This is an optimization exercise on Yosys and OpenROAD, whose aim is small area and a short achievable clock period, not a production implementation.
Function was not checked in any run shown here: the RTL went through the layout flow alone.

==> flow/design.v, too long to show whole: its modules and the start of the top module <==
// module pressure_count_linearizer: 1398 lines
module pressure_count_linearizer (
    input  logic                  clk,
    input  logic                  rst_n,
    input  logic                  cfg_we,
    input  logic [pcl_pkg::CFG_IDX_W-1:0]  cfg_index,
    input  logic [pcl_pkg::CFG_DATA_W-1:0] cfg_data,
    input  logic                  start,
    output logic                  busy,
    input  logic [pcl_pkg::COUNT_W-1:0]    factory_count,
    input  logic [pcl_pkg::COUNT_W-1:0]    raw_count,
    output logic                  done,
    output logic [pcl_pkg::OUT_W-1:0]      pressure_utorr,
    output logic [pcl_pkg::RANGE_W-1:0]    display_range
);
  // ...
==> flow/run.sh <==
#!/bin/bash
# synth_recipe.tcl (not shown) runs the flow's synth.tcl, then flattens the netlist and writes it again
# the make line also repeats each setting of config.mk as NAME=value (left out here)
make -C /OpenROAD-flow-scripts/flow DESIGN_CONFIG=/design/flow/config.mk WORK_HOME=/design/flow/orfs CLKGATE_MAP_FILE= SYNTH_SCRIPT=/design/flow/synth_recipe.tcl finish
==> flow/config.mk <==
export PLATFORM = sky130hd
export DESIGN_NAME = pressure_count_linearizer
export DESIGN_NICKNAME = pressure_count_linearizer
export VERILOG_FILES = /design/flow/design.v
export SDC_FILE = /design/flow/constraint.sdc
export NUM_CORES = 4
export LEC_CHECK = 0
export CAP_MARGIN = 50
export CORE_MARGIN = 2
export CORE_UTILIZATION = 40
export SLEW_MARGIN = 75
==> flow/constraint.sdc <==
create_clock -name core_clock -period 12.0 [get_ports {clk}]
set_input_delay 2.4000 -clock core_clock [delete_from_list [all_inputs] [get_ports {clk}]]
set_output_delay 2.4000 -clock core_clock [all_outputs]
set_load 0.01 [all_outputs]
==> impl_results.md, run 1 <==
* Status: no timing/DRC/antenna violations
* Htree depth at 2
* Clk slew on worst S/H paths at 60 ps
* Synth top area share at 23.5%
* Mux cell area share after synthesis at 0.995%
* # DRC at 0
* Sequential cell count at 282
* Chip Width at 252 um
* Number of CTS-inserted buffers at 36
* EDFF count, synth at 0
* Synth Warn # at 1
* CTS tree: built
* Max reg flops at 43
* Multi-input logic area at 17500 um^2
* CTS Sinks at 282
* Fraction of area in multi-input gates at 61.1%
* Post-synth ARST share at 11.7%
* Global Route met1 Usage at 35.8%
* GRT Total Usage at 26.1%
* R2r startpoint: s1_v[2]
* Count leader, synth: inv_1
* Synth Cell Area at 24500 um^2
* Synthesized-area fraction occupied by ao, oa, aoi and oai cells at 16.6%
* Largest stage delay, worst path at 550 ps
* Hold Path Depth at 0
* Fin worst setup slack at 7730 ps
* Initial antenna violation count at 0
* Signal buffers share of area at 5.65%
* Vias/cell at 5.72
* Share of cells above drive strength 1 at 13.6%
* Commonest cells in the netlist: inv_1 (355), fa_1 (288), dfxtp_1 (249), a22oi_1 (196), xnor2_1 (185)
* Dominant class by area: multi-input combinational cells
* Most flops, register: s2_k
* R2r endpoint: s2_k[42]
* DP Worst Slack at 7830 ps
* FF-to-FF path depth at 12
==> run 2, diff against run 1 <==
--- a/flow/config.mk
+++ b/flow/config.mk
@@ -6,6 +6,6 @@
 export NUM_CORES = 4
 export LEC_CHECK = 0
-export CAP_MARGIN = 50
+export CAP_MARGIN = 20
 export CORE_MARGIN = 2
 export CORE_UTILIZATION = 40
-export SLEW_MARGIN = 75
+export SLEW_MARGIN = 20
==> impl_results.md, run 2 <==
* Chip Width at 252 um (unchanged)
* Skew-Pair Late Insertion Delay at 580 ps
* Largest fanout on the critical path at 18
* # Post-CTS Setup Buffers at 0
* Most flops, register: s2_k
* Synth Cell Area at 24500 um^2 (unchanged)
* Core area at 60500 um^2
* Placed Area at 25900 um^2
* Ranking of synthesized cells by area: fa_1 (24%), dfxtp_1 (20%), xnor2_1 (6.6%)
* Hold-fix buffers, CTS at 0
* CTS Sinks at 282 (unchanged)
* Layout area overhead at 10.5%
* Starting Density at 40.5%
* Number of CTS-inserted buffers at 36 (unchanged)
* Synth top area share at 23.5% (unchanged)
* ANT cells at 0
* DR vias at 19900
* Full die area at 63300 um^2
* DR WL/cell at 23.4 um
* Htree depth at 2 (unchanged)
* Largest stage delay, worst path at 840 ps (+290 ps)
* DP Worst Slack at 7510 ps (-317 ps)
* # DRC at 0 (unchanged)
* Post_cts resized at 0
* EDFF count, synth at 0 (unchanged)
* Post-synth ARST share at 11.7% (unchanged)
* Hold Violations, Final at 0
* Routability cong. at 0.998
* Levels on crit path at 10
* GRT overflow at 0
* Synth Warn # at 1 (unchanged)
* GRT Total Usage at 26.0% (-0.079 points)
* Commonest non-fill, non-tap cells in the layout: inv_1 (355), fa_1 (288), dfxtp_1 (242), a22oi_1 (196), xnor2_1 (185)
* Max reg flops at 43 (unchanged)
* Share of cells above drive strength 1 at 5.57% (-8.0 points)
* Core Rows at 90
* #FFs+latches synth at 282
* Top FF cell, synth: dfxtp_1
* Initial antenna violation count at 0 (unchanged)
* Critical path endpoint category: register
* Worst path slowest cell: nor2b_1
* Syn_area_per_cell at 9.10 um^2
* Die Ht at 252 um
* Final std cells w/o fill at 3473
* Placed cell count at 3407
* Buffer and inverter count on the worst path at 0
* Mapped Nets at 3123
* Worst Clk Skew at 26.1 ps
* Status: no timing/DRC/antenna violations
* Fin worst setup slack at 7300 ps (-435 ps)
* Nets at 3092
* Iter 0 DRT Violations at 2099
* DP HPWL at 61.3 mm
* Final ANT Viol Nets at 0
* Critical-path cell list: nand2_1, o21ai_0, a21oi_1, a221oi_1, o41ai_4, a221o_4, o211ai_2, nor2b_1, nand3_1, or4b_1
* Largest net degree at the start of global routing at 42
* Rel. slew slack at 20.3%
* Post-Synthesis Cells at 2694
* Vias/cell at 5.73 (+0.15%)
* Largest registers: s2_k: 43 flops, s3_a: 42 flops, s3_b: 42 flops
* Worst min path class: register to register
* Commonest non-fill, non-tap cell in the layout: inv_1
* WL final at 81.1 mm
* DRT Pass-1 Iters at 6
* Final Core Density at 44.8%
* Crit. Startpoint: s1_v[7]
* CTS root buffer: clkbuf_16
* Clock Tree Buf Depth at 3
* Unrepaired setup endpoints after global routing: false
* Max_cap viols at 0
* CP endpoint: s2_k[42]
* Slew of the pin with the lowest slew margin at 1190 ps
* R2r endpoint: s2_k[42]
* Top-Level Pins at 90
* Clk slew on worst S/H paths at 50 ps (about the same)
* Hold WS at 347 ps
* Sequential area share after synthesis at 23.7%
* FF-to-FF path depth at 10 (-2)
* Port Buffers at 88
* Worst EP arrival at 5130 ps
* Critical Path Source Type: register
* Max frequency at 0.213 GHz
* Final setup TNS at 0 ps
* Count leader, synth: inv_1
* CTS tree: built
* Final setup fails at 0
* Biggest area consumer among synthesized cells: fa_1
* Kind of critical path: register to register
* Fillers at 5897
* Max-slew violations at 0
* Crit-path leading delay family: compound AO/OA/AOI/OAI gates
* Reg2reg setup slack at 7300 ps
* First-pass GRT wire length at 127 mm
* Commonest cells in the netlist: inv_1 (355), fa_1 (288), dfxtp_1 (249), a22oi_1 (196), xnor2_1 (185)
* Vias in the first global route at 20700
* Minimum clock period at 4700 ps
* R2r startpoint: s1_v[7]
* Final instance area at 27100 um^2
* Netlist cell types at 93
* CP required at 12430 ps
* Tcrit/Tclk final at 39.2%
==> run 2: changes by cell type in the layout (fill, tap and decap cells not counted), sizes merged, moves of 2 or more <==
| cell | previous run | this run |
|---|---|---|
| buf | 63 | 26 |
| clkbuf | 58 | 47 |
| clkdlybuf4s18 | 2 | 0 |
| clkdlybuf4s50 | 89 | 87 |
| clkinv | 7 | 9 |
==> run 2: final cells by class <==
type / instances / area, um^2 / area share [%]
inverter: 358 / 1340 / 4.96
clock inverter: 19 / 246 / 0.910
clock buffer: 47 / 972 / 3.59
tap: 782 / 978 / 3.61
timing repair buffer: 113 / 1060 / 3.93
multi-input combinational: 1872 / 16600 / 61.5
sequential: 282 / 5820 / 21.5
==> run 2: logic make-up after synthesis <==
family / count (synthesis) / synth area share [%]
AND/OR/NAND/NOR: 634 / 12.8
AO/OA/AOI/OAI: 575 / 16.6
buffers and inverters: 540 / 8.41
adder cells (fa/ha/maj): 376 / 28.0
flip-flops: 282 / 23.7
XOR/XNOR: 264 / 9.46
multiplexers: 22 / 0.995
other: 1 / 0.0153
==> run 2: worst min-delay path by stage <==
stage / to / from / slack (ps) / depth (start not counted)
floorplan: done_r / s3_valid / 330 / 0
finish: s2_valid / s1_valid / 350 / 0
global placement: s2_valid / s1_valid / 330 / 0
global route: done_r / s3_valid / 360 / 0
detailed placement: s2_valid / s1_valid / 330 / 0
CTS: s2_valid / s1_valid / 350 / 0
==> run 2: routing by layer <==
| metal | track usage, % | wire (um) | vias to the layer above |
|---|---|---|---|
| li1 | - | - | 8912 |
| met5 | 0 | 0 | - |
| met3 | 4.02 | 6350 | 176 |
| met4 | 9.20 | 2800 | 0 |
| met1 | 36.1 | 35300 | 9793 |
| met2 | 41.2 | 36700 | 1027 |

static timing again, ports no longer ideal:
How much do the figures lean on ideal ports? The routed layouts below were timed once more, with nothing changed but the port constraints. Step 1 assumes that a clkbuf_16 drives the clock port and a buf_2 every other input. Step 2 moves the port delays by t, midway between the first and last clock arrival at a register: inputs arrive t later, outputs are due t later. That takes back most of the time a late clock gives input paths. a / b / c = ideal / step 1 / step 2; a / b = the first two.
| run | t, ns | setup WS [ns] | cell pins on the clock port's net |
|---|---|---|---|
| run 1 | 0.622 | 7.735 / 7.735 / 7.735 | 1 |
| run 2 | 0.624 | 7.300 / 7.300 / 7.300 | 1 |
After both steps setup and hold are still met in every run listed.
